Context: an optimization exercise on an open-source flow, tuned for small area. The choices shown serve that exercise and are no tape-out recipe.
In this exercise RTL edits were held to simulation tests only and were not proved equivalent to the original.
Power is estimated from default activity; no workload was simulated.

==> flow/design.v (outline; a module is shown in full before it is edited, if it fits) <==
// module sa_fa: 11 lines
// module sa_ha: 10 lines
// module systolic_array_4x4: 4631 lines
module systolic_array_4x4
(
    input  logic       clk,
    input  logic       rst,
    input  logic       start_signal,
    input  logic       wen,
    input  logic [7:0] inp_north0,
    input  logic [7:0] inp_north1,
    input  logic [7:0] inp_north2,
    input  logic [7:0] inp_north3,
    input  logic [7:0] inp_west0,
    input  logic [7:0] inp_west1,
    input  logic [7:0] inp_west2,
    input  logic [7:0] inp_west3,
    output logic [4:0] count,
    output logic [7:0] activation_result12,
    output logic [7:0] activation_result13,
    output logic [7:0] activation_result14,
    output logic [7:0] activation_result15
);
  // ...
==> flow/run.sh <==
#!/bin/bash
# synth_recipe.tcl (not shown) runs the flow's synth.tcl, then flattens the netlist and writes it again
# the make line also repeats each setting of config.mk as NAME=value (left out here)
make -C /OpenROAD-flow-scripts/flow DESIGN_CONFIG=/design/flow/config.mk WORK_HOME=/design/flow/orfs CLKGATE_MAP_FILE= SYNTH_SCRIPT=/design/flow/synth_recipe.tcl finish
==> flow/config.mk <==
export PLATFORM = sky130hd
export DESIGN_NAME = systolic_array_4x4
export DESIGN_NICKNAME = systolic_array_4x4
export VERILOG_FILES = /design/flow/design.v
export SDC_FILE = /design/flow/constraint.sdc
export NUM_CORES = 4
export LEC_CHECK = 0
export CAP_MARGIN = 20
export CORE_MARGIN = 2
export CORE_UTILIZATION = 40
export SLEW_MARGIN = 20
export SYNTH_HIERARCHICAL = 1
export SYNTH_MINIMUM_KEEP_SIZE = 0
==> flow/constraint.sdc <==
create_clock -name core_clock -period 7.0 [get_ports {clk}]
set_input_delay 1.4000 -clock core_clock [delete_from_list [all_inputs] [get_ports {clk}]]
set_output_delay 1.4000 -clock core_clock [all_outputs]
set_load 0.01 [all_outputs]
==> flow_summary_export.csv, run 1 <==
group,metric,value,unit
floorplan,die_area,0.107,mm²
logic_synthesis,synth_enable_flop_cells,128,
outcome,outcome,"failed layout checks",
timing,setup_viol,1,
pwr,intPower,10.7,mW
floorplan,die_w,327,µm
grt,globalRouteMet3Util,2.45,%
worst_setup_path,timing.rr.start,"w22[1]",
placement,dpl.hpwl,67200,µm
timing,fin_ws,-79.3,ps
worst_setup_path,worstSetupEndpointType,"flop",
outcome,check.faults,"negative setup slack",
logic_synthesis,seq_area_frac_synth,28.7,%
grt,grt_use_met2,26.8,%
pwr,pwr-share-seq,25.9,%
final_layout,syn2layout_area_growth,13.5,%
pwr,power,16.6,mW
worst_setup_path,critPathLaunch,"inp_west2[4]",
logic_synthesis,syn_avg_cell_area,12.0,µm²
worst_setup_path,critPathTopFamily,"adder cells",
final_layout,drive_above_1_share,18.6,%
pwr,powerComb,8.82,mW
logic_synthesis,synth_adder_area_share,50.8,%
worst_setup_path,worstRegToRegCells,19,
final_layout,utilization,45.8,%
floorplan,pin_count,105,
timing,rsz0062_at_grt,"true",
pwr,maxPowerGroup,"combinational cells",
grt,grt_pass1_vias,27194,
worst_setup_path,max_stage_delay,560,ps
final_layout,mostFrequentLayoutCell,"fa_1",
logic_synthesis,synth_top_area_cell,"fa_1",
hold_path,holdPathStages,1,
timing,slew_viol_final,0,
logic_synthesis,synth_simple_gate_area_share,16.8,%
==> run 2: changes to the inputs <==
--- a/flow/design.v
+++ b/flow/design.v
@@ -255,2 +255,3 @@
     logic [15:0] ps00;
+    logic px00_0;
     logic [63:0] pp10;
@@ -400,4 +401,10 @@
     logic t10_c144;
+    logic t10_s145;
+    logic t10_c146;
+    logic t10_s147;
+    logic t10_c148;
+    logic t10_s149;
     logic [16:0] sum10;
     logic [16:0] ps10;
+    logic px10_0;
     logic [63:0] pp20;
@@ -551,2 +558,3 @@
     logic [17:0] ps20;
+    logic px20_0;
     logic [63:0] pp30;
@@ -715,2 +723,3 @@
     logic [17:0] ps30;
+    logic px30_0;
     logic [63:0] pp01;
@@ -2555,5 +2564,6 @@
     sa_fa t00_s109_u (.a(t00_s107), .b(t00_c104), .ci(t00_c106), .s(t00_s109), .co(t00_c110));
-    sa_fa t00_s111_u (.a(pp00[63]), .b(t00_c108), .ci(t00_c110), .s(t00_s111), .co(t00_c112));
+    sa_ha t00_s111_u (.a(pp00[63]), .b(t00_c108), .s(t00_s111), .co(t00_c112));
     assign sum00 = {t00_c112, t00_s111, t00_s109, t00_s105, t00_s99, t00_s91, t00_s81, t00_s69, t00_s55, t00_s41, t00_s29, t00_s19, t00_s11, t00_s5, t00_s1, pp00[0]};
     always_ff @(posedge clk) ps00 <= rst ? 16'd32513 : sum00;
+    always_ff @(posedge clk) px00_0 <= rst ? 1'b0 : t00_c110;
     assign pp10[0] = ~(a10[0] & w10[0]);
@@ -2678,3 +2688,3 @@
     sa_fa t10_s111_u (.a(t10_c96), .b(t10_s109), .ci(t10_c98), .s(t10_s111), .co(t10_c112));
-    sa_fa t10_s113_u (.a(t10_s111), .b(t10_c100), .ci(t10_c102), .s(t10_s113), .co(t10_c114));
+    sa_fa t10_s113_u (.a(t10_c100), .b(t10_s111), .ci(t10_c102), .s(t10_s113), .co(t10_c114));
     sa_fa t10_s115_u (.a(ps00[11]), .b(pp10[39]), .ci(pp10[46]), .s(t10_s115), .co(t10_c116));
@@ -2690,8 +2700,12 @@
     sa_fa t10_s135_u (.a(t10_c126), .b(t10_s133), .ci(t10_c128), .s(t10_s135), .co(t10_c136));
-    sa_fa t10_s137_u (.a(t10_s135), .b(t10_c130), .ci(t10_c132), .s(t10_s137), .co(t10_c138));
-    sa_fa t10_s139_u (.a(ps00[14]), .b(pp10[63]), .ci(t10_c134), .s(t10_s139), .co(t10_c140));
-    sa_fa t10_s141_u (.a(t10_s139), .b(t10_c136), .ci(t10_c138), .s(t10_s141), .co(t10_c142));
-    sa_fa t10_s143_u (.a(ps00[15]), .b(t10_c140), .ci(t10_c142), .s(t10_s143), .co(t10_c144));
-    assign sum10 = {t10_c144, t10_s143, t10_s141, t10_s137, t10_s131, t10_s123, t10_s113, t10_s101, t10_s87, t10_s71, t10_s55, t10_s41, t10_s29, t10_s19, t10_s11, t10_s5, t10_s1};
+    sa_ha t10_s137_u (.a(t10_s135), .b(t10_c130), .s(t10_s137), .co(t10_c138));
+    sa_fa t10_s139_u (.a(ps00[14]), .b(px00_0), .ci(pp10[63]), .s(t10_s139), .co(t10_c140));
+    sa_fa t10_s141_u (.a(t10_c134), .b(t10_s139), .ci(t10_c136), .s(t10_s141), .co(t10_c142));
+    sa_ha t10_s143_u (.a(t10_s141), .b(t10_c138), .s(t10_s143), .co(t10_c144));
+    sa_fa t10_s145_u (.a(ps00[15]), .b(t10_c140), .ci(t10_c142), .s(t10_s145), .co(t10_c146));
+    sa_ha t10_s147_u (.a(t10_c144), .b(t10_s145), .s(t10_s147), .co(t10_c148));
+    assign t10_s149 = t10_c146 ^ t10_c148;
+    assign sum10 = {t10_s149, t10_s147, t10_s143, t10_s137, t10_s131, t10_s123, t10_s113, t10_s101, t10_s87, t10_s71, t10_s55, t10_s41, t10_s29, t10_s19, t10_s11, t10_s5, t10_s1};
     always_ff @(posedge clk) ps10 <= rst ? 17'd65026 : sum10;
+    always_ff @(posedge clk) px10_0 <= rst ? 1'b0 : t10_c132;
     assign pp20[0] = ~(a20[0] & w20[0]);
@@ -2816,3 +2830,3 @@
     sa_fa t20_s111_u (.a(t20_c96), .b(t20_s109), .ci(t20_c98), .s(t20_s111), .co(t20_c112));
-    sa_fa t20_s113_u (.a(t20_s111), .b(t20_c100), .ci(t20_c102), .s(t20_s113), .co(t20_c114));
+    sa_fa t20_s113_u (.a(t20_c100), .b(t20_s111), .ci(t20_c102), .s(t20_s113), .co(t20_c114));
     sa_fa t20_s115_u (.a(ps10[11]), .b(pp20[39]), .ci(pp20[46]), .s(t20_s115), .co(t20_c116));
@@ -2826,7 +2840,7 @@
     sa_fa t20_s131_u (.a(t20_c122), .b(t20_s129), .ci(t20_c124), .s(t20_s131), .co(t20_c132));
-    sa_fa t20_s133_u (.a(ps10[13]), .b(pp20[55]), .ci(pp20[62]), .s(t20_s133), .co(t20_c134));
-    sa_fa t20_s135_u (.a(t20_c126), .b(t20_s133), .ci(t20_c128), .s(t20_s135), .co(t20_c136));
-    sa_fa t20_s137_u (.a(t20_s135), .b(t20_c130), .ci(t20_c132), .s(t20_s137), .co(t20_c138));
+    sa_fa t20_s133_u (.a(ps10[13]), .b(px10_0), .ci(pp20[55]), .s(t20_s133), .co(t20_c134));
+    sa_fa t20_s135_u (.a(pp20[62]), .b(t20_c126), .ci(t20_s133), .s(t20_s135), .co(t20_c136));
+    sa_fa t20_s137_u (.a(t20_c128), .b(t20_s135), .ci(t20_c130), .s(t20_s137), .co(t20_c138));
     sa_fa t20_s139_u (.a(ps10[14]), .b(pp20[63]), .ci(t20_c134), .s(t20_s139), .co(t20_c140));
-    sa_fa t20_s141_u (.a(t20_s139), .b(t20_c136), .ci(t20_c138), .s(t20_s141), .co(t20_c142));
+    sa_fa t20_s141_u (.a(t20_c136), .b(t20_s139), .ci(t20_c138), .s(t20_s141), .co(t20_c142));
     sa_fa t20_s143_u (.a(ps10[15]), .b(t20_c140), .ci(t20_c142), .s(t20_s143), .co(t20_c144));
@@ -2835,2 +2849,3 @@
     always_ff @(posedge clk) ps20 <= rst ? 18'd97539 : sum20;
+    always_ff @(posedge clk) px20_0 <= rst ? 1'b0 : t20_c132;
     assign pp30[0] = ~(a30[0] & w30[0]);
@@ -2978,8 +2993,8 @@
     sa_ha t30_s139_u (.a(t30_s137), .b(t30_c130), .s(t30_s139), .co(t30_c140));
-    sa_fa t30_s141_u (.a(ps20[13]), .b(pp30[55]), .ci(pp30[62]), .s(t30_s141), .co(t30_c142));
-    sa_fa t30_s143_u (.a(t30_c132), .b(t30_s141), .ci(t30_c134), .s(t30_s143), .co(t30_c144));
-    sa_fa t30_s145_u (.a(t30_s143), .b(t30_c136), .ci(t30_c138), .s(t30_s145), .co(t30_c146));
-    sa_ha t30_s147_u (.a(t30_s145), .b(t30_c140), .s(t30_s147), .co(t30_c148));
+    sa_fa t30_s141_u (.a(ps20[13]), .b(px20_0), .ci(pp30[55]), .s(t30_s141), .co(t30_c142));
+    sa_fa t30_s143_u (.a(pp30[62]), .b(t30_c132), .ci(t30_s141), .s(t30_s143), .co(t30_c144));
+    sa_fa t30_s145_u (.a(t30_c134), .b(t30_s143), .ci(t30_c136), .s(t30_s145), .co(t30_c146));
+    sa_fa t30_s147_u (.a(t30_s145), .b(t30_c138), .ci(t30_c140), .s(t30_s147), .co(t30_c148));
     sa_fa t30_s149_u (.a(ps20[14]), .b(pp30[63]), .ci(t30_c142), .s(t30_s149), .co(t30_c150));
-    sa_fa t30_s151_u (.a(t30_s149), .b(t30_c144), .ci(t30_c146), .s(t30_s151), .co(t30_c152));
+    sa_fa t30_s151_u (.a(t30_c144), .b(t30_s149), .ci(t30_c146), .s(t30_s151), .co(t30_c152));
     sa_ha t30_s153_u (.a(t30_s151), .b(t30_c148), .s(t30_s153), .co(t30_c154));
@@ -2987,3 +3002,3 @@
     sa_ha t30_s157_u (.a(t30_s155), .b(t30_c154), .s(t30_s157), .co(t30_c158));
-    sa_fa t30_s159_u (.a(ps20[16]), .b(t30_c156), .ci(t30_c158), .s(t30_s159), .co(t30_c160));
+    sa_ha t30_s159_u (.a(ps20[16]), .b(t30_c156), .s(t30_s159), .co(t30_c160));
     assign t30_s161 = ps20[17] ^ t30_c160;
@@ -2991,2 +3006,3 @@
     always_ff @(posedge clk) ps30 <= rst ? 18'd131071 : sum30;
+    always_ff @(posedge clk) px30_0 <= rst ? 1'b0 : t30_c158;
     assign pp01[0] = ~(a01[0] | w01[0]);
@@ -3099,3 +3115,3 @@
     sa_fa t01_s87_u (.a(t01_c74), .b(t01_s83), .ci(t01_c76), .s(t01_s87), .co(t01_c88));
-    sa_fa t01_s89_u (.a(t01_s85), .b(t01_s87), .ci(t01_c78), .s(t01_s89), .co(t01_c90));
+    sa_fa t01_s89_u (.a(t01_s85), .b(t01_c78), .ci(t01_s87), .s(t01_s89), .co(t01_c90));
     sa_fa t01_s91_u (.a(t01_s89), .b(t01_c80), .ci(t01_c82), .s(t01_s91), .co(t01_c92));
@@ -3237,3 +3253,3 @@
     sa_fa t11_s119_u (.a(t11_c106), .b(t11_s115), .ci(t11_c108), .s(t11_s119), .co(t11_c120));
-    sa_fa t11_s121_u (.a(t11_s117), .b(t11_s119), .ci(t11_c110), .s(t11_s121), .co(t11_c122));
+    sa_fa t11_s121_u (.a(t11_s117), .b(t11_c110), .ci(t11_s119), .s(t11_s121), .co(t11_c122));
     sa_fa t11_s123_u (.a(t11_s121), .b(t11_c112), .ci(t11_c114), .s(t11_s123), .co(t11_c124));
@@ -3375,3 +3391,3 @@
     sa_fa t21_s119_u (.a(t21_c106), .b(t21_s115), .ci(t21_c108), .s(t21_s119), .co(t21_c120));
-    sa_fa t21_s121_u (.a(t21_s117), .b(t21_s119), .ci(t21_c110), .s(t21_s121), .co(t21_c122));
+    sa_fa t21_s121_u (.a(t21_s117), .b(t21_c110), .ci(t21_s119), .s(t21_s121), .co(t21_c122));
     sa_fa t21_s123_u (.a(t21_s121), .b(t21_c112), .ci(t21_c114), .s(t21_s123), .co(t21_c124));
@@ -3645,3 +3661,3 @@
     sa_fa t02_s87_u (.a(t02_c74), .b(t02_s83), .ci(t02_c76), .s(t02_s87), .co(t02_c88));
-    sa_fa t02_s89_u (.a(t02_s85), .b(t02_s87), .ci(t02_c78), .s(t02_s89), .co(t02_c90));
+    sa_fa t02_s89_u (.a(t02_s85), .b(t02_c78), .ci(t02_s87), .s(t02_s89), .co(t02_c90));
     sa_fa t02_s91_u (.a(t02_s89), .b(t02_c80), .ci(t02_c82), .s(t02_s91), .co(t02_c92));
@@ -3783,3 +3799,3 @@
     sa_fa t12_s119_u (.a(t12_c106), .b(t12_s115), .ci(t12_c108), .s(t12_s119), .co(t12_c120));
-    sa_fa t12_s121_u (.a(t12_s117), .b(t12_s119), .ci(t12_c110), .s(t12_s121), .co(t12_c122));
+    sa_fa t12_s121_u (.a(t12_s117), .b(t12_c110), .ci(t12_s119), .s(t12_s121), .co(t12_c122));
     sa_fa t12_s123_u (.a(t12_s121), .b(t12_c112), .ci(t12_c114), .s(t12_s123), .co(t12_c124));
@@ -3921,3 +3937,3 @@
     sa_fa t22_s119_u (.a(t22_c106), .b(t22_s115), .ci(t22_c108), .s(t22_s119), .co(t22_c120));
-    sa_fa t22_s121_u (.a(t22_s117), .b(t22_s119), .ci(t22_c110), .s(t22_s121), .co(t22_c122));
+    sa_fa t22_s121_u (.a(t22_s117), .b(t22_c110), .ci(t22_s119), .s(t22_s121), .co(t22_c122));
     sa_fa t22_s123_u (.a(t22_s121), .b(t22_c112), .ci(t22_c114), .s(t22_s123), .co(t22_c124));
@@ -4200,3 +4216,3 @@
     sa_fa t03_s87_u (.a(t03_c74), .b(t03_s83), .ci(t03_c76), .s(t03_s87), .co(t03_c88));
-    sa_fa t03_s89_u (.a(t03_s85), .b(t03_s87), .ci(t03_c78), .s(t03_s89), .co(t03_c90));
+    sa_fa t03_s89_u (.a(t03_s85), .b(t03_c78), .ci(t03_s87), .s(t03_s89), .co(t03_c90));
     sa_fa t03_s91_u (.a(t03_s89), .b(t03_c80), .ci(t03_c82), .s(t03_s91), .co(t03_c92));
@@ -4338,3 +4354,3 @@
     sa_fa t13_s119_u (.a(t13_c106), .b(t13_s115), .ci(t13_c108), .s(t13_s119), .co(t13_c120));
-    sa_fa t13_s121_u (.a(t13_s117), .b(t13_s119), .ci(t13_c110), .s(t13_s121), .co(t13_c122));
+    sa_fa t13_s121_u (.a(t13_s117), .b(t13_c110), .ci(t13_s119), .s(t13_s121), .co(t13_c122));
     sa_fa t13_s123_u (.a(t13_s121), .b(t13_c112), .ci(t13_c114), .s(t13_s123), .co(t13_c124));
@@ -4476,3 +4492,3 @@
     sa_fa t23_s119_u (.a(t23_c106), .b(t23_s115), .ci(t23_c108), .s(t23_s119), .co(t23_c120));
-    sa_fa t23_s121_u (.a(t23_s117), .b(t23_s119), .ci(t23_c110), .s(t23_s121), .co(t23_c122));
+    sa_fa t23_s121_u (.a(t23_s117), .b(t23_c110), .ci(t23_s119), .s(t23_s121), .co(t23_c122));
     sa_fa t23_s123_u (.a(t23_s121), .b(t23_c112), .ci(t23_c114), .s(t23_s123), .co(t23_c124));
@@ -4638,20 +4654,28 @@
     always_ff @(posedge clk) ps33 <= rst ? 18'd131072 : sum33;
+    logic [17:0] u0;
+    assign u0 = ps30 + ((18'd1 << 16) & {18{px30_0}});
     logic [7:0] act0;
     logic [7:0] res0;
-    assign act0 = ps30[17] ? 8'd0 : (&ps30[16:7]) ? {1'b0, ~ps30[6:0]} : 8'd127;
+    assign act0 = u0[17] ? 8'd0 : (&u0[16:7]) ? {1'b0, ~u0[6:0]} : 8'd127;
     always_ff @(posedge clk) res0 <= rst ? 8'd0 : act0;
     assign activation_result12 = res0;
+    logic [17:0] u1;
+    assign u1 = ps31;
     logic [7:0] act1;
     logic [7:0] res1;
-    assign act1 = !ps31[17] ? 8'd0 : (|ps31[16:7]) ? 8'd127 : {1'b0, ps31[6:0]};
+    assign act1 = !u1[17] ? 8'd0 : (|u1[16:7]) ? 8'd127 : {1'b0, u1[6:0]};
     always_ff @(posedge clk) res1 <= rst ? 8'd0 : act1;
     assign activation_result13 = res1;
+    logic [17:0] u2;
+    assign u2 = ps32;
     logic [7:0] act2;
     logic [7:0] res2;
-    assign act2 = ps32[17] ? 8'd0 : (&ps32[16:7]) ? {1'b0, ~ps32[6:0]} : 8'd127;
+    assign act2 = u2[17] ? 8'd0 : (&u2[16:7]) ? {1'b0, ~u2[6:0]} : 8'd127;
     always_ff @(posedge clk) res2 <= rst ? 8'd0 : act2;
     assign activation_result14 = res2;
+    logic [17:0] u3;
+    assign u3 = ps33;
     logic [7:0] act3;
     logic [7:0] res3;
-    assign act3 = !ps33[17] ? 8'd0 : (|ps33[16:7]) ? 8'd127 : {1'b0, ps33[6:0]};
+    assign act3 = !u3[17] ? 8'd0 : (|u3[16:7]) ? 8'd127 : {1'b0, u3[6:0]};
     always_ff @(posedge clk) res3 <= rst ? 8'd0 : act3;
--- a/flow/config.mk
+++ b/flow/config.mk
@@ -10,2 +10,4 @@
 export CORE_UTILIZATION = 40
+export CTS_BUF_LIST = sky130_fd_sc_hd__clkbuf_4
+export CTS_CLUSTER_SIZE = 20
 export SLEW_MARGIN = 20
==> flow_summary_export.csv, run 2 <==
group,metric,value,unit
logic_synthesis,synth_adder_area_share,50.4,%
timing,rsz0062_at_grt,"false",
worst_setup_path,max_stage_delay,440,ps
floorplan,start_util,40.2,%
clock_network,clkTransAtPathRegs,70,ps
grt,grt_overflow_total,0,
pwr,cellLeakagePower,18.4,nW
logic_synthesis,synth_simple_gate_area_share,16.8,%
worst_setup_path,crit_required,7890,ps
drt,routed_wl,83500,µm
logic_synthesis,yosys-top-cells-count,"fa_1 (946), nor2_1 (442), dfxtp_1 (411)",
final_layout,layout_common_cells,"fa_1 (886), nor2_1 (427), dfxtp_1 (405)",
logic_synthesis,synth_enable_flop_cells,128,
placement,dp.cells,4847,
worst_setup_path,worstRegToRegCells,19,
floorplan,die_area,0.108,mm²
drt,avgRoutedWirePerCell,16.3,µm
timing,fmaxAchievable,0.147,GHz
final_layout,mostFrequentLayoutCell,"fa_1",
logic_synthesis,ys_warn_count,7,
timing,period_minus_slack,6800,ps
logic_synthesis,seq_area_frac_synth,28.7,%
clock_network,ctsRootBufferMaster,"clkbuf_4",
grt,antenna_found_initial,9,
timing,timing.final.crit_share,97.1,%
worst_setup_path,arrival,7690,ps
drt,first_pass_iters,6,
logic_synthesis,synth-async-reset-ratio,0,%
pwr,power,15.7,mW
timing,holdWs,387,ps
placement,portBuffers,100,
worst_setup_path,critPathTopFamily,"adder cells",
logic_synthesis,synthCells,3495,
outcome,outcome,"finished clean",
logic_synthesis,synth_area,0.0421,mm²
pwr,pwr-share-seq,27.5,%
timing,slew_viol_final,0,
hold_path,hold_path_class,"flop to flop",
clock_network,holdBufCountCts,0,
timing,setup_viol,0,
worst_setup_path,timing.rr.start,"w21[1]",
worst_setup_path,worstSetupEndpointType,"flop",
timing,slew_headroom,32.7,%
logic_synthesis,synth-xor-area-share,0.208,%
logic_synthesis,ys_types,36,
logic_synthesis,synth_top_area_cell,"fa_1",
hold_path,hp-start,"ps30[5]",
floorplan,die_w,329,µm
flow_run,maxCapViolCount,0,
logic_synthesis,synth_compound_area_share,0.487,%
drt,drtAntennaViolNets,0,
final_layout,syn2layout_area_growth,11.6,%
hold_path,holdPathStages,1,
clock_network,post_cts.repair.setup_buffers,0,
grt,grt_max_degree,101,
clock_network,clock_path_buffers,3,
worst_setup_path,cpMaxStageDelayCell,"fa_1",
worst_setup_path,worst-path-stages,19,
final_layout,final-instance-count-excl-fill,5127,
grt,gr-usage-all-layers,16.4,%
worst_setup_path,worstSetupStartpointType,"flop",
worst_setup_path,cp_max_fo,3,
floorplan,placeableCoreArea,0.105,mm²
drt,drt_iter0_markers,988,
placement,dpl.hpwl,66500,µm
logic_synthesis,synth_top_flop_cell,"dfxtp_1",
pwr,p_clk_share,20.3,%
logic_synthesis,synth_top_family_by_area,"adder cells",
logic_synthesis,synth_mux_area_share,0.0238,%
grt,grt_pass1_wl,141000,µm
logic_synthesis,synth_top_area_share,45.0,%
pwr,p_switching,5.68,mW
clock_network,clock_latency,1040,ps
timing,worst_pin_slew,1010,ps
logic_synthesis,synth-seq-cells,539,
clock_network,cts_tree,"built",
logic_synthesis,synth_top_cells_by_area,"fa_1 (45%), dfxtp_1 (20%), edfxtp_1 (9.1%)",
pwr,combPwrFrac,52.1,%
floorplan,die-height,329,µm
worst_setup_path,crit_chain,"nor2_2, fa_1, fa_2, fa_1, fa_2, fa_2, fa_2, fa_2, fa_1, ha_2, fa_2, fa_2, fa_2, fa_2, fa_2, fa_2, fa_1, ha_1, or2_1",
placement,gp_congestion,0.845,
worst_setup_path,cp.buffers_inverters,0,
logic_synthesis,syn_avg_cell_area,12.1,µm²
pwr,power_density,334,mW/mm²
drt,vias_per_cell,4.66,
timing,setup_tns,0,ps
pwr,intPower,10.0,mW
worst_setup_path,critPathLaunch,"w21[1]",
final_layout,drive_above_1_share,15.5,%
floorplan,pin_count,105,
floorplan,rows,119,
logic_synthesis,synth_most_common_cell,"fa_1",
clock_network,numCtsBuffers,150,
timing,finClkSkew,65.6,ps
drt,remaining_drc_errors,0,
clock_network,clkSinkCount,539,
drt,dr_total_vias,23880,
pwr,ir_worst_vdd,0.186,mV
grt,grt_pass1_vias,27177,
pwr,p_sw_share,36.2,%
final_layout,nNetsFinal,4806,
timing,hold_viol,0,
worst_setup_path,cp_common_cell,"fa_2",
clock_network,cts.htree.levels,4,
worst_setup_path,critical_path_class,"flop to flop",
==> run 2: cell families after synthesis <==
family	count (synthesis)
adder cells (fa/ha/maj)	1130
XOR/XNOR	10
buffers and inverters	324
multiplexers	1
AO/OA/AOI/OAI	32
other	1
AND/OR/NAND/NOR	1458
flip-flops	539
==> run 2: power by group through the flow <==
stage | clock network [mW] | registers, mW | logic, mW
final | 3.19 | 4.32 | 8.19
after global routing | 3.49 | 4.40 | 9.90
after CTS | 3.34 | 4.34 | 8.39
after detailed placement | 0 | 4.40 | 8.28
after global placement | 0 | 4.40 | 8.09
after floorplan | 0 | 4.25 | 6.34
==> run 2: worst paths after layout <==
| kind | slack (ps) | endpoint |
|---|---|---|
| hold reg to reg | 390 | res0[5] |
| setup reg to reg | 200 | ps21[16] |
| hold / removal | 390 | res0[5] |
| setup / recovery | 200 | ps21[16] |
==> run 2: timing repair <==
action,in CTS,in global routing
cloned,0,0
pin swaps,5,19
setup endpoints to repair,10,12
resized for setup,20,45
==> run 2: worst reg2reg max path: stages (launching register included) <==
cell	delay [ps]
edfxtp_1	430
nor2_2	130
fa_1	410
fa_2	360
fa_1	410
fa_2	350
fa_2	350
fa_2	350
fa_2	350
fa_1	440
ha_2	190
fa_2	330
fa_2	350
fa_2	340
fa_2	340
fa_2	340
fa_2	340
fa_1	380
ha_1	280
or2_1	200
==> run 2: per-layer routing <==
metal	share of wire [%]	vias to the layer above	wire (µm)	GRT usage (%)
li1	-	10933	-	-
met1	47	12275	39600	22.7
met2	45	530	37900	25.9
met3	5.1	136	4300	3.50
met4	2.1	6	1760	5.27
met5	0.041	-	34	0
==> run 2: cell type report <==
| type | instances | area, µm² |
|---|---|---|
| Multi-Input combinational cell | 2635 | 28900 |
| Timing Repair Buffer | 222 | 1930 |
| Inverter | 60 | 225 |
| Antenna cell | 3 | 7.51 |
| Clock buffer | 220 | 1650 |
| Fill cell | 9713 | 57800 |
| Tap cell | 1391 | 1740 |
| Clock inverter | 57 | 507 |
| Sequential cell | 539 | 12100 |
==> run 2: per-module statistics from Yosys, one instance, submodules excluded <==
module | copies in the design | cells | flops+latches
sa_fa | 946 | 1 | 0
sa_ha | 158 | 1 | 0
systolic_array_4x4 | 1 | 2391 | 539
==> run 2: per-stage QoR <==
stage / utilization (%) / setup slack (ps) / area, µm²
3_3_place_gp: 42.6 / -509 / 44700
5_1_grt: 44.8 / 1.92 / 47000
6_report: 44.8 / 204 / 47000
4_1_cts: 44.7 / 1.67 / 46900
3_5_place_dp: 42.6 / -554 / 44700
2_1_floorplan: - / 0.0813 / 42200
==> run 3: changes to the inputs <==
--- a/flow/config.mk
+++ b/flow/config.mk
@@ -10,4 +10,2 @@
 export CORE_UTILIZATION = 40
-export CTS_BUF_LIST = sky130_fd_sc_hd__clkbuf_4
-export CTS_CLUSTER_SIZE = 20
 export SLEW_MARGIN = 20
==> flow_summary_export.csv, run 3 <==
group,metric,value,unit
outcome,outcome,"finished clean",
timing,worst_pin_slew,999,ps
floorplan,rows,119,
grt,gr-usage-all-layers,16.2,%
grt,grt_overflow_total,0,
logic_synthesis,synth_top_area_cell,"fa_1",
clock_network,cts_tree,"built",
pwr,p_sw_share,35.4,%
logic_synthesis,synth_compound_area_share,0.487,%
logic_synthesis,synth_most_common_cell,"fa_1",
final_layout,nNetsFinal,4726,
floorplan,die_w,329,µm
timing,setup_tns,0,ps
pwr,power,16.2,mW
logic_synthesis,synth_enable_flop_cells,128,
final_layout,mostFrequentLayoutCell,"fa_1",
drt,dr_total_vias,23430,
logic_synthesis,synth_top_cells_by_area,"fa_1 (45%), dfxtp_1 (20%), edfxtp_1 (9.1%)",
logic_synthesis,ys_warn_count,7,
logic_synthesis,synth_top_area_share,45.0,%
worst_setup_path,crit_required,7500,ps
logic_synthesis,synth-seq-cells,539,
worst_setup_path,worstSetupStartpointType,"primary input",
drt,drt_iter0_markers,977,
grt,antenna_found_initial,8,
pwr,pwr-share-seq,26.8,%
floorplan,die_area,0.108,mm²
logic_synthesis,synth_mux_area_share,0.0238,%
final_layout,n_fill_cell,9560,
logic_synthesis,seq_area_frac_synth,28.7,%
floorplan,pin_count,105,
final_layout,drive_above_1_share,12.4,%
pwr,ir_worst_vdd,0.186,mV
worst_setup_path,worstSetupEndpointType,"flop",
worst_setup_path,critical_path_class,"primary input to flop",
timing,fmaxAchievable,0.147,GHz
worst_setup_path,worstRegToRegCells,19,
placement,portBuffers,100,
final_layout,utilization,45.1,%
timing,rsz0062_at_grt,"false",
timing,setup_viol,0,
clock_network,ctsRootBufferMaster,"clkbuf_16",
clock_network,clock_latency,630,ps
clock_network,cts.htree.levels,3,
hold_path,holdPathStages,1,
clock_network,clock_path_buffers,3,
logic_synthesis,synth_top_family_by_area,"adder cells",
logic_synthesis,ys_types,36,
clock_network,holdBufCountCts,0,
flow_run,maxCapViolCount,0,
placement,dpl.hpwl,66500,µm
drt,routed_wl,83000,µm
floorplan,start_util,40.2,%
logic_synthesis,synthCells,3495,
logic_synthesis,synth-async-reset-ratio,0,%
clock_network,clkSinkCount,539,
final_layout,layout_common_cells,"fa_1 (884), nor2_1 (427), dfxtp_1 (405)",
drt,avgRoutedWirePerCell,16.7,µm
logic_synthesis,synth_simple_gate_area_share,16.8,%
worst_setup_path,arrival,7320,ps
placement,gp_congestion,0.845,
drt,remaining_drc_errors,0,
hold_path,hold_path_class,"flop to flop",
timing,timing.final.crit_share,97.4,%
pwr,intPower,10.4,mW
logic_synthesis,synth-xor-area-share,0.208,%
logic_synthesis,synth_top_flop_cell,"dfxtp_1",
timing,slew_headroom,33.4,%
logic_synthesis,yosys-top-cells-count,"fa_1 (946), nor2_1 (442), dfxtp_1 (411)",
placement,pre_cts_slack,-554,ps
clock_network,clkTransAtPathRegs,60,ps
logic_synthesis,syn_avg_cell_area,12.1,µm²
grt,grt_pass1_wl,140000,µm
floorplan,placeableCoreArea,0.105,mm²
drt,first_pass_iters,5,
timing,finClkSkew,26.5,ps
timing,slew_viol_final,0,
grt,grt_max_degree,101,
timing,hold_viol,0,
logic_synthesis,synth_area,0.0421,mm²
timing,fin_ws,180,ps
worst_setup_path,cp_max_fo,3,
logic_synthesis,synth_adder_area_share,50.4,%
final_layout,syn2layout_area_growth,12.1,%
drt,vias_per_cell,4.70,
pwr,combPwrFrac,50.7,%
drt,drtAntennaViolNets,0,
pwr,p_clk_share,22.5,%
clock_network,numCtsBuffers,69,
pwr,p_switching,5.73,mW
timing,period_minus_slack,6820,ps
pwr,cellLeakagePower,18.4,nW
pwr,power_density,342,mW/mm²
grt,grt_pass1_vias,26554,
floorplan,die-height,329,µm
==> run 3: power by group through the flow <==
stage / logic, mW / registers (mW) / clock network, mW
detailed placement: 8.28 / 4.40 / 0
finish: 8.19 / 4.33 / 3.64
global placement: 8.09 / 4.40 / 0
global route: 9.91 / 4.40 / 3.88
floorplan: 6.34 / 4.25 / 0
CTS: 8.40 / 4.34 / 3.77
==> run 3: Yosys stat by module (local to each module, per instance) <==
module              times used  cell area (µm²)  cells inside
systolic_array_4x4           1            21200          2391
sa_fa                      946             20.0             1
sa_ha                      158             12.5             1
==> run 3: metal layers <==
layer  track usage [%]  up-vias  share of wire [%]
met2              25.8      526                 45
li1                  -    10693                  -
met3              2.65      116                4.8
met5                 0        -              0.034
met4              4.44        6                1.9
met1              23.0    12089                 48
==> run 3: worst paths after layout <==
path / from / end / slack (ps)
worst max-delay path: inp_west1[1] / ps10[12] / 180
worst min-delay path: ps30[5] / res0[5] / 400
worst max register to register: w21[1] / ps21[16] / 190
worst min register to register: ps30[5] / res0[5] / 400
==> run 3: through the flow <==
stage               instances  instance area, µm²  hold WS, ps
finish                   4982               47200          401
detailed placement       4847               44700          394
global route             4976               47200          413
global placement         4847               44700          392
floorplan                3498               42200          383
CTS                      4975               47100          403
==> run 3: area by class of cell <==
cell class | count | area (µm²) | area share [%]
inverter | 60 | 225 | 0.477
multi-input combinational | 2635 | 28900 | 61.1
sequential | 539 | 12100 | 25.6
tap | 1391 | 1740 | 3.69
antenna | 6 | 15.0 | 0.0318
timing repair buffer | 223 | 1950 | 4.12
clock buffer | 94 | 1990 | 4.21
clock inverter | 34 | 379 | 0.803
==> run 3: critical path: stages <==
cell	delay (ps)
clkdlybuf4s50_1	500
nand2_1	80
fa_1	460
fa_1	400
fa_1	420
fa_1	390
fa_1	420
fa_1	400
fa_1	390
fa_1	440
ha_1	200
fa_1	390
fa_1	390
fa_1	390
fa_1	430
or2_1	210
==> run 3: cell families after synthesis <==
family | Yosys count
DFF | 539
and+or+nand+nor | 1458
buffers and inverters | 324
muxes | 1
xor gates and xnor gates | 10
adders and majority gates | 1130
other | 1
AOI/OAI and AO/OA | 32
==> run 3: what timing repair did <==
| item | in CTS | in global routing |
|---|---|---|
| resized for setup | 20 | 51 |
| endpoints found under the setup margin | 11 | 16 |
| pin swaps | 6 | 18 |
| gates cloned | 0 | 0 |
| buffers inserted | 0 | 1 |

afterwards: timing with drivers on the ports:
The flow's constraints put no driver on any port. The routed layouts listed below were extracted and timed again, unchanged, in two steps. Step 1, drivers: a clkbuf_16 drives clk and a buf_2 each remaining input, both assumed. Step 2 adds t to the input delays and takes it off the output delays; t is the mean of the earliest and latest rising clock arrival at the registers after step 1. Input paths then give back, and output paths get back, about the clock's delay inside the block. Slacks: no drivers / after step 1 / after step 2; pairs: no drivers / after step 1.
run | t, ns | setup WS [ns] | worst hold slack (ns)
run 1 | 0.671 | -0.079 / -0.061 / -0.732 | 0.395 / 0.395 / 0.395
run 2 | 1.058 | 0.204 / 0.204 / -0.576 | 0.387 / 0.387 / 0.387
run 3 | 0.687 | 0.180 / 0.187 / -0.459 | 0.401 / 0.401 / 0.401
With both steps, setup timing fails in run 2 and run 3, where it was met with ideal ports. For run 2, which loses most, drivers alone change the setup slack by 0.000 ns; drivers and shift together by -0.780 ns.
